From an optimization exercise on the open Yosys and OpenROAD flow, aimed at small area and few clock cycles; shortcuts taken in it are not production practice. Only simulation tests tie the RTL to the original design; equivalence was not proved. No activity file was given, so power comes from the tool's default toggle rates.

### run.sh
#!/bin/bash
# synth_recipe.tcl (not shown) runs the flow's synth.tcl, then flattens the netlist and writes it again
# the make line also repeats each setting of config.mk as NAME=value (left out here)
make -C /OpenROAD-flow-scripts/flow DESIGN_CONFIG=/design/flow/config.mk WORK_HOME=/design/flow/orfs CLKGATE_MAP_FILE= SYNTH_SCRIPT=/design/flow/synth_recipe.tcl finish
### config.mk
export PLATFORM = sky130hd
export DESIGN_NAME = risc14Core
export DESIGN_NICKNAME = risc14Core
export VERILOG_FILES = /design/flow/design.v
export SDC_FILE = /design/flow/constraint.sdc
export NUM_CORES = 4
export LEC_CHECK = 0
export CAP_MARGIN = 20
export CORE_MARGIN = 2
export CORE_UTILIZATION = 40
export SLEW_MARGIN = 20
### constraint.sdc
create_clock -name core_clock -period 5.0 [get_ports {Clock_not}]
set_input_delay 1.0000 -clock core_clock [delete_from_list [all_inputs] [get_ports {Clock_not}]]
set_output_delay 1.0000 -clock core_clock [all_outputs]
set_load 0.01 [all_outputs]
### design.v
module regFile (
	input  logic Clock_not,
	input  logic rstN,
	input  logic writeEn,
	input  logic [3:0] writeAddr,
	input  logic [13:0] writeData,
	input  logic [3:0] readAddrA,
	input  logic [3:0] readAddrB,
	output logic [13:0] readDataA,
	output logic [13:0] readDataB
);
	logic [13:0] regs [0:15];
	always_ff @(posedge Clock_not or negedge rstN) begin
		if (!rstN) begin
			for (int i = 0; i < 16; i++) begin
				regs[i] <= '0;
			end
		end else if (writeEn) begin
			regs[writeAddr] <= writeData;
		end
	end
	assign readDataA = (writeEn && writeAddr == readAddrA) ? writeData : regs[readAddrA];
	assign readDataB = (writeEn && writeAddr == readAddrB) ? writeData : regs[readAddrB];
endmodule
module operandStage (
	input  logic Clock_not,
	input  logic rstN,
	input  logic stall,
	input  logic instValid,
	input  logic [13:0] inst,
	input  logic [4:0] switches,
	input  logic [13:0] readDataA,
	input  logic [13:0] readDataB,
	output logic [3:0] readAddrA,
	output logic [3:0] readAddrB,
	input  logic fwdValid,
	input  logic [3:0] fwdDest,
	input  logic [13:0] fwdData,
	output logic stageValid,
	output logic [13:0] stageInst,
	output logic [13:0] stageA,
	output logic [13:0] stageB
);
	localparam logic [5:0] OpCpy  = 6'b000010;
	localparam logic [5:0] OpAdd  = 6'b000101;
	localparam logic [5:0] OpSub  = 6'b000110;
	localparam logic [5:0] OpAddc = 6'b000111;
	localparam logic [5:0] OpSubc = 6'b001000;
	localparam logic [5:0] OpNot  = 6'b001011;
	localparam logic [5:0] OpAnd  = 6'b001100;
	localparam logic [5:0] OpOr   = 6'b001101;
	localparam logic [5:0] OpXor  = 6'b001110;
	localparam logic [5:0] OpSrl  = 6'b001111;
	localparam logic [5:0] OpSra  = 6'b010000;
	localparam logic [5:0] OpRotl = 6'b010001;
	localparam logic [5:0] OpRotr = 6'b010010;
	localparam logic [5:0] OpRrc  = 6'b010101;
	localparam logic [5:0] OpVadd = 6'b010111;
	localparam logic [5:0] OpVsub = 6'b011000;
	localparam logic [5:0] OpIn   = 6'b011011;
	localparam logic [5:0] OpOut  = 6'b011100;
	localparam logic [5:0] OpNop  = 6'b011101;
	localparam int StC = 11;
	localparam int StN = 10;
	localparam int StV = 9;
	localparam int StZ = 8;
	localparam logic [13:0] NopWord = 14'h3FFF;  
	logic [5:0] opcode;
	logic [3:0] ri;
	logic [3:0] rj;
	logic [13:0] srcA;
	logic [13:0] srcB;
	logic [13:0] opA;
	logic [13:0] opB;
	assign opcode = inst[13:8];
	assign ri = inst[7:4];
	assign rj = inst[3:0];
	assign readAddrA = ri;
	assign readAddrB = rj;
	assign srcA = (fwdValid && fwdDest == ri) ? fwdData : readDataA;
	assign srcB = (fwdValid && fwdDest == rj) ? fwdData : readDataB;
	always_comb begin
		opA = srcA;
		opB = srcB;
		case (opcode)
			OpCpy: begin
				opA = srcB;  
			end
			OpAddc, OpSubc: begin
				opB = {10'b0, rj};  
			end
			OpIn: begin
				opA = {9'b0, switches};
				opB = '0;
			end
			OpNot, OpSrl, OpSra, OpRotl,
			OpRotr, OpRrc: begin
				opB = '0;
			end
			default: ;
		endcase
	end
	always_ff @(posedge Clock_not or negedge rstN) begin
		if (!rstN) begin
			stageValid <= 1'b0;
			stageInst <= NopWord;
			stageA <= '0;
			stageB <= '0;
		end else if (!stall) begin
			if (instValid) begin
				stageValid <= 1'b1;
				stageInst <= inst;
				stageA <= opA;
				stageB <= opB;
			end else begin
				stageValid <= 1'b0;
				stageInst <= NopWord;
				stageA <= '0;
				stageB <= '0;
			end
		end
	end
endmodule
module aluStage (
	input  logic Clock_not,
	input  logic rstN,
	input  logic stall,
	input  logic stageValid,
	input  logic [13:0] stageInst,
	input  logic [13:0] stageA,
	input  logic [13:0] stageB,
	input  logic [11:0] status,
	output logic fwdValid,
	output logic [3:0] fwdDest,
	output logic [13:0] fwdData,
	output logic retireValid,
	output logic retireWriteEn,
	output logic retireIsOut,
	output logic [3:0] retireDest,
	output logic [13:0] retireResult,
	output logic [11:0] retireStatus
);
	localparam logic [5:0] OpCpy  = 6'b000010;
	localparam logic [5:0] OpAdd  = 6'b000101;
	localparam logic [5:0] OpSub  = 6'b000110;
	localparam logic [5:0] OpAddc = 6'b000111;
	localparam logic [5:0] OpSubc = 6'b001000;
	localparam logic [5:0] OpNot  = 6'b001011;
	localparam logic [5:0] OpAnd  = 6'b001100;
	localparam logic [5:0] OpOr   = 6'b001101;
	localparam logic [5:0] OpXor  = 6'b001110;
	localparam logic [5:0] OpSrl  = 6'b001111;
	localparam logic [5:0] OpSra  = 6'b010000;
	localparam logic [5:0] OpRotl = 6'b010001;
	localparam logic [5:0] OpRotr = 6'b010010;
	localparam logic [5:0] OpRrc  = 6'b010101;
	localparam logic [5:0] OpVadd = 6'b010111;
	localparam logic [5:0] OpVsub = 6'b011000;
	localparam logic [5:0] OpIn   = 6'b011011;
	localparam logic [5:0] OpOut  = 6'b011100;
	localparam logic [5:0] OpNop  = 6'b011101;
	localparam int StC = 11;
	localparam int StN = 10;
	localparam int StV = 9;
	localparam int StZ = 8;
	localparam logic [13:0] NopWord = 14'h3FFF;  
	function automatic logic overflow(input logic aMsb, input logic bMsb, input logic rMsb);
		overflow = (aMsb ~^ bMsb) & (aMsb ^ rMsb);
	endfunction
	function automatic logic [10:0] laneCalc(
		input logic [6:0] x,
		input logic [6:0] y,
		input logic sub
	);
		logic [7:0] r;
		if (sub)
			r = {1'b0, x} - {1'b0, y};
		else
			r = {1'b0, x} + {1'b0, y};
		laneCalc = {r[7], r[6], overflow(x[6], y[6], r[6]), r[6:0] == 7'd0, r[6:0]};
	endfunction
	logic [5:0] opcode;
	logic [11:0] curStatus;
	logic [11:0] nextStatus;
	logic [13:0] res;
	logic [14:0] sum;
	logic [14:0] rrcIn;
	logic [14:0] rrcOut;
	logic [10:0] hiCalc;
	logic [10:0] loCalc;
	logic [1:0] shamt;
	logic writeReg;
	assign opcode = stageInst[13:8];
	assign curStatus = retireValid ? retireStatus : status;
	assign shamt = stageInst[1:0];
	always_comb begin
		res = stageA;  
		sum = '0;
		rrcIn = {curStatus[StC], stageA};
		rrcOut = '0;
		hiCalc = '0;
		loCalc = '0;
		nextStatus = curStatus;
		writeReg = 1'b1;
		case (opcode)
			OpAdd, OpAddc, OpSub, OpSubc: begin
				if (opcode == OpSub || opcode == OpSubc)
					sum = {1'b0, stageA} - {1'b0, stageB};
				else
					sum = {1'b0, stageA} + {1'b0, stageB};
				res = sum[13:0];
				nextStatus[StC] = sum[14];
				nextStatus[StN] = sum[13];
				nextStatus[StV] = overflow(stageA[13], stageB[13], sum[13]);
				nextStatus[StZ] = (sum[13:0] == 14'd0);
			end
			OpNot: res = ~stageA;
			OpAnd: res = stageA & stageB;
			OpOr: res = stageA | stageB;
			OpXor: res = stageA ^ stageB;
			OpSrl: res = stageA >> shamt;
			OpSra: res = $signed(stageA) >>> shamt;
			OpRotl: res = (stageA << shamt) | (stageA >> (5'd14 - {3'b0, shamt}));
			OpRotr: res = (stageA >> shamt) | (stageA << (5'd14 - {3'b0, shamt}));
			OpRrc: begin
				rrcOut = (rrcIn >> shamt) | (rrcIn << (5'd15 - {3'b0, shamt}));
				res = rrcOut[13:0];
				nextStatus[StC] = rrcOut[14];
			end
			OpVadd, OpVsub: begin
				hiCalc = laneCalc(stageA[13:7], stageB[13:7], opcode == OpVsub);
				loCalc = laneCalc(stageA[6:0], stageB[6:0], opcode == OpVsub);
				nextStatus[7:4] = hiCalc[10:7];
				nextStatus[3:0] = loCalc[10:7];
				res = {hiCalc[6:0], loCalc[6:0]};
			end
			OpCpy, OpIn: ;
			default: writeReg = 1'b0;  
		endcase
		if (opcode == OpNot || opcode == OpAnd ||
				opcode == OpOr || opcode == OpXor) begin
			nextStatus[StN] = res[13];
			nextStatus[StZ] = (res == 14'd0);
		end
	end
	assign fwdValid = stageValid & writeReg;
	assign fwdDest = stageInst[7:4];
	assign fwdData = res;
	always_ff @(posedge Clock_not or negedge rstN) begin
		if (!rstN) begin
			retireValid <= 1'b0;
			retireWriteEn <= 1'b0;
			retireIsOut <= 1'b0;
			retireDest <= '0;
			retireResult <= '0;
			retireStatus <= '0;
		end else if (!stall) begin
			retireValid <= stageValid;
			retireWriteEn <= writeReg;
			retireIsOut <= (opcode == OpOut);
			retireDest <= stageInst[7:4];
			retireResult <= res;
			retireStatus <= nextStatus;
		end
	end
endmodule
module retireStage (
	input  logic Clock_not,
	input  logic rstN,
	input  logic outReady,
	input  logic retireValid,
	input  logic retireWriteEn,
	input  logic retireIsOut,
	input  logic [3:0] retireDest,
	input  logic [13:0] retireResult,
	input  logic [11:0] retireStatus,
	output logic writeEn,
	output logic [3:0] writeAddr,
	output logic [13:0] writeData,
	output logic [11:0] status,
	output logic stall,
	output logic outValid,
	output logic [25:0] outBeat
);
	logic retireGo;
	logic loadBeat;
	assign stall = outValid & ~outReady;
	assign retireGo = retireValid & ~stall;
	assign loadBeat = retireGo & retireIsOut;
	assign writeEn = retireGo & retireWriteEn;
	assign writeAddr = retireDest;
	assign writeData = retireResult;
	always_ff @(posedge Clock_not or negedge rstN) begin
		if (!rstN) begin
			status <= '0;
		end else if (retireGo) begin
			status <= retireStatus;
		end
	end
	always_ff @(posedge Clock_not or negedge rstN) begin
		if (!rstN) begin
			outValid <= 1'b0;
		end else if (loadBeat) begin
			outValid <= 1'b1;
		end else if (outReady) begin
			outValid <= 1'b0;  
		end
	end
	always_ff @(posedge Clock_not) begin
		if (loadBeat) begin
			outBeat <= {retireResult, retireStatus};
		end
	end
endmodule
module risc14Core (
	input  logic Clock_not,
	input  logic rstN,
	input  logic instValid,
	input  logic [13:0] inst,
	output logic instReady,
	input  logic [4:0] switches,
	output logic outValid,
	output logic [25:0] outBeat,
	input  logic outReady
);
	logic stall;
	logic writeEn;
	logic [3:0] writeAddr;
	logic [13:0] writeData;
	logic [3:0] readAddrA;
	logic [3:0] readAddrB;
	logic [13:0] readDataA;
	logic [13:0] readDataB;
	logic fwdValid;
	logic [3:0] fwdDest;
	logic [13:0] fwdData;
	logic stageValid;
	logic [13:0] stageInst;
	logic [13:0] stageA;
	logic [13:0] stageB;
	logic retireValid;
	logic retireWriteEn;
	logic retireIsOut;
	logic [3:0] retireDest;
	logic [13:0] retireResult;
	logic [11:0] retireStatus;
	logic [11:0] status;
	assign instReady = ~stall;
	regFile regFile_inst (
		.Clock_not(Clock_not), .rstN(rstN),
		.writeEn(writeEn), .writeAddr(writeAddr), .writeData(writeData),
		.readAddrA(readAddrA), .readAddrB(readAddrB),
		.readDataA(readDataA), .readDataB(readDataB)
	);
	operandStage operandStage_inst (
		.Clock_not(Clock_not), .rstN(rstN), .stall(stall),
		.instValid(instValid), .inst(inst), .switches(switches),
		.readDataA(readDataA), .readDataB(readDataB),
		.readAddrA(readAddrA), .readAddrB(readAddrB),
		.fwdValid(fwdValid), .fwdDest(fwdDest), .fwdData(fwdData),
		.stageValid(stageValid), .stageInst(stageInst), .stageA(stageA), .stageB(stageB)
	);
	aluStage aluStage_inst (
		.Clock_not(Clock_not), .rstN(rstN), .stall(stall),
		.stageValid(stageValid), .stageInst(stageInst), .stageA(stageA), .stageB(stageB),
		.status(status),
		.fwdValid(fwdValid), .fwdDest(fwdDest), .fwdData(fwdData),
		.retireValid(retireValid), .retireWriteEn(retireWriteEn), .retireIsOut(retireIsOut),
		.retireDest(retireDest), .retireResult(retireResult), .retireStatus(retireStatus)
	);
	retireStage retireStage_inst (
		.Clock_not(Clock_not), .rstN(rstN), .outReady(outReady),
		.retireValid(retireValid), .retireWriteEn(retireWriteEn), .retireIsOut(retireIsOut),
		.retireDest(retireDest), .retireResult(retireResult), .retireStatus(retireStatus),
		.writeEn(writeEn), .writeAddr(writeAddr), .writeData(writeData),
		.status(status), .stall(stall),
		.outValid(outValid), .outBeat(outBeat)
	);
endmodule
==> impl_metrics.py <==
metrics = {
    "run_status": {
        "status": "no timing/DRC/antenna violations",
    },
    "clocking": {
        "cts_tree": "done",
        "path_clk_slew_ns": 0.06,
        "numCtsBuffers": 40,
        "ctsResizeCount": 0,
        "holdBufCountCts": 0,
        "post-cts-setup-buffer-count": 0,
        "clock_latency_ns": 0.60,
        "clock-sinks": 337,
        "cts_root_buf": "clkbuf_16",
        "cts_max_level": 2,
        "clk_path_buf_depth": 3,
    },
    "floorplan": {
        "die_h_um": 232,
        "io_pins": 51,
        "core_area_mm2": 0.0514,
        "die-width_um": 232,
        "initial_core_util": 0.406,
        "rows": 83,
        "dieArea_mm2": 0.0540,
    },
    "worst_setup_path": {
        "cp-start-kind": "flip-flop",
        "cp.arrival_ns": 5.06,
        "critPathCaptureType": "flip-flop",
        "crit_type": "flip-flop to flip-flop",
        "worstPathMaxFanout": 21,
        "crit_required_ns": 5.47,
    },
    "detailed_routing": {
        "avgViaCountPerCell": 6.72,
        "postRouteWirelength_mm": 84.0,
        "first_pass_iters": 7,
        "wire_per_inst_um": 29.9,
        "route.detailed.drc": 0,
        "postRouteAntennaNets": 0,
        "drt_iter0_markers": 2896,
        "num_vias": 18900,
    },
    "yosys": {
        "synthAdderAreaFrac": 0.0377,
        "synthCells": 2074,
        "synth_top_area_share": 0.359,
        "ys_warn_count": 5,
        "synth_xor_area_frac": 0.0273,
        "yosys_register_bits": 337,
        "synth_top_cell_by_area": "dfrtp_1",
        "synth_cell_type_count": 93,
        "seq_area_frac_synth": 0.411,
        "synthesis.area_mm2": 0.0209,
        "synth_edf_count": 26,
        "synth_top_family_by_area": "compound AO/OA/AOI/OAI gates",
        "synthMuxAreaShare": 0.160,
        "synth-main-ff-cell": "dfrtp_1",
        "synthArstFlopShare": 0.923,
        "yosys.area_share.simple": 0.124,
        "synth_compound_area_frac": 0.192,
        "synth_nets": 2158,
        "synth_area_leaders": "dfrtp_1 36%, mux2_2 13%, a22oi_1 6.1%",
        "syn_avg_cell_area_um2": 10.1,
    },
    "sta": {
        "whs_ns": 0.404,
        "relSlewSlack": 0.254,
        "setup_viol": 0,
        "slew_viol_final": 0,
        "max_freq_mhz": 218,
        "hold_viol_final": 0,
        "tightest_slew_ns": 1.11,
        "clock_skew_ns": 0.0312,
        "fin_tns_setup_ns": 0,
        "finalCriticalPeriod_ns": 4.59,
        "rsz0062_at_grt": "false",
        "fin_crit_sh": 0.919,
    },
    "grt": {
        "grtUsageTotal": 0.309,
        "antenna_found_initial": 1,
        "grt_max_degree": 127,
        "grt_overflow": 0,
        "grt_pass1_wl_mm": 123,
        "grt_pass1_vias": 18500,
    },
    "final_layout": {
        "area_growth_syn_to_layout_pct": 15.7,
        "layout.nets": 2186,
        "final_cell_mix": "299 x dfrtp_1, 239 x mux2_2, 170 x a22oi_1",
        "drive_gt1_frac": 0.238,
        "final_common_cell": "dfrtp_1",
        "n_antenna_cell": 0,
    },
    "place": {
        "hpwl_mm": 57.9,
        "routabilityCongestion": 1.02,
        "io_buffers": 50,
    },
    "power": {
        "pwr-share-comb": 0.144,
        "ir_drop_uv": 273,
        "power.internal_mw": 5.30,
        "swShare": 0.283,
        "powerDensity_mw_per_mm2": 306,
        "p_leak_nw": 10.5,
        "p_seq_frac": 0.416,
        "power.switching_mw": 2.09,
        "p_clk_frac": 0.439,
    },
    "job": {
        "max_cap_viol_count": 0,
    },
    "hold_path": {
        "hold_class": "primary input to asynchronous set/reset pin",
    },
}
## flip-flops by register name, summed over array words and instances (netlist names), 4 cells and up
name,cells
operandStage_inst.stageA,14
aluStage_inst.retireResult,14
aluStage_inst.retireDest,4
operandStage_inst.stageB,14
retireStage_inst.status,12
retireStage_inst.outBeat,26
operandStage_inst.stageInst,12
aluStage_inst.retireStatus,12
regFile_inst.regs,224
## cell families (layout without fill, tap and decap cells)
| group | after synthesis | after routing |
|---|---|---|
| fa+ha+maj | 61 | 61 |
| buf+inv | 248 | 305 |
| simple gates | 498 | 498 |
| flops | 337 | 337 |
| xor+xnor | 65 | 65 |
| mux | 286 | 286 |
| compound gates | 579 | 579 |
## worst max-delay path, cell delays in order, from the launching register on
cell	delay, ns
dfstp_2	0.73
nand2b_1	0.12
nor2_1	0.10
a21oi_1	0.06
or4_1	0.57
mux2i_1	0.21
fa_1	0.42
a21o_1	0.22
a22oi_1	0.21
o211ai_1	0.18
a31o_2	0.27
xor2_1	0.18
a2111oi_2	0.63
mux2_2	0.28
nor2_1	0.05
a221o_1	0.26
## per-layer routing
layer | global-route usage | up-vias | share of wire
li1 | - | 7882 | -
met1 | 0.405 | 9326 | 0.39
met2 | 0.461 | 1362 | 0.43
met3 | 0.0831 | 332 | 0.11
met4 | 0.172 | 0 | 0.062
met5 | 0 | - | 0
## synthesized netlist by cell type, types with 52 or more instances
cell,n
nand2_1,117
o22ai_1,53
ha_1,58
nor2_1,142
nand4_1,52
mux2_2,239
a22oi_1,170
inv_1,62
o21ai_0,62
dfrtp_1,299
a21oi_1,111
clkbuf_1,132
## power by group through the flow
| stage | logic [mW] | clock network, mW | registers [mW] |
|---|---|---|---|
| after global placement | 1.03 | 0 | 3.11 |
| after floorplan | 0.712 | 0 | 3.01 |
| after global routing | 1.14 | 3.38 | 3.09 |
| final | 1.07 | 3.25 | 3.08 |
| after CTS | 1.05 | 3.27 | 3.07 |
| after detailed placement | 1.04 | 0 | 3.12 |
## path summary, 6_finish.rpt
| check | to | cells after the start | slack, ns | from |
|---|---|---|---|---|
| hold reg to reg | retireStage_inst.outBeat[1] | 0 | 0.46 | aluStage_inst.retireStatus[1] |
| setup reg to reg | operandStage_inst.stageA[10] | 15 | 0.41 | operandStage_inst.stageInst[11] |
| setup / recovery | operandStage_inst.stageA[10] | 15 | 0.41 | operandStage_inst.stageInst[11] |
| hold / removal | aluStage_inst.retireStatus[11] | 1 | 0.40 | rstN |
| max in group asynchronous | regFile_inst.regs[15][7] | 2 | 3.48 | rstN |
| min in group core_clock | retireStage_inst.outBeat[1] | 0 | 0.46 | aluStage_inst.retireStatus[1] |
## layout make-up
type,instances,area [um2]
clock buffer,56,1150
clock inverter,15,289
fill,4763,27300
inverter,63,236
multi-input combinational,1489,11600
sequential,337,8580
tap,680,851
timing repair buffer,171,1450
## through the flow
step	utilization	total power [mW]	instances	cell area (um2)	setup WS [ns]
floorplan	-	3.73	2074	20900	0.508
global placement	0.441	4.14	2740	22700	0.513
detailed placement	0.441	4.16	2740	22700	0.499
CTS	0.469	7.39	2811	24100	0.463
global route	0.469	7.61	2811	24100	0.144
finish	0.469	7.39	2811	24100	0.405
Testbench counts, summed over its fixed seeds: cycles 32,808.

-- re-timing with driven ports --
Ports are ideal in the flow. The routed layout listed here was re-timed in OpenROAD. Step 1 assumes that a clkbuf_16 drives the clock port and a buf_2 every other input. Step 2 moves the port delays by t, midway between the first and last clock arrival at a register: inputs arrive t later, outputs are due t later. That takes back most of the time a late clock gives input paths. a / b / c = ideal ports / drivers / drivers and shift; a / b = the first two.
t, ns: 0.646
setup slack, ns: 0.405 / 0.405 / 0.405
hold WS [ns]: 0.404 / 0.394 / 0.455
worst setup path at the end: register to register
clock arrival spread, ns: 0.031 / 0.032
After both steps this run still meets setup and hold. For this run, drivers alone change the setup slack by 0.000 ns; drivers and shift together by 0.000 ns.
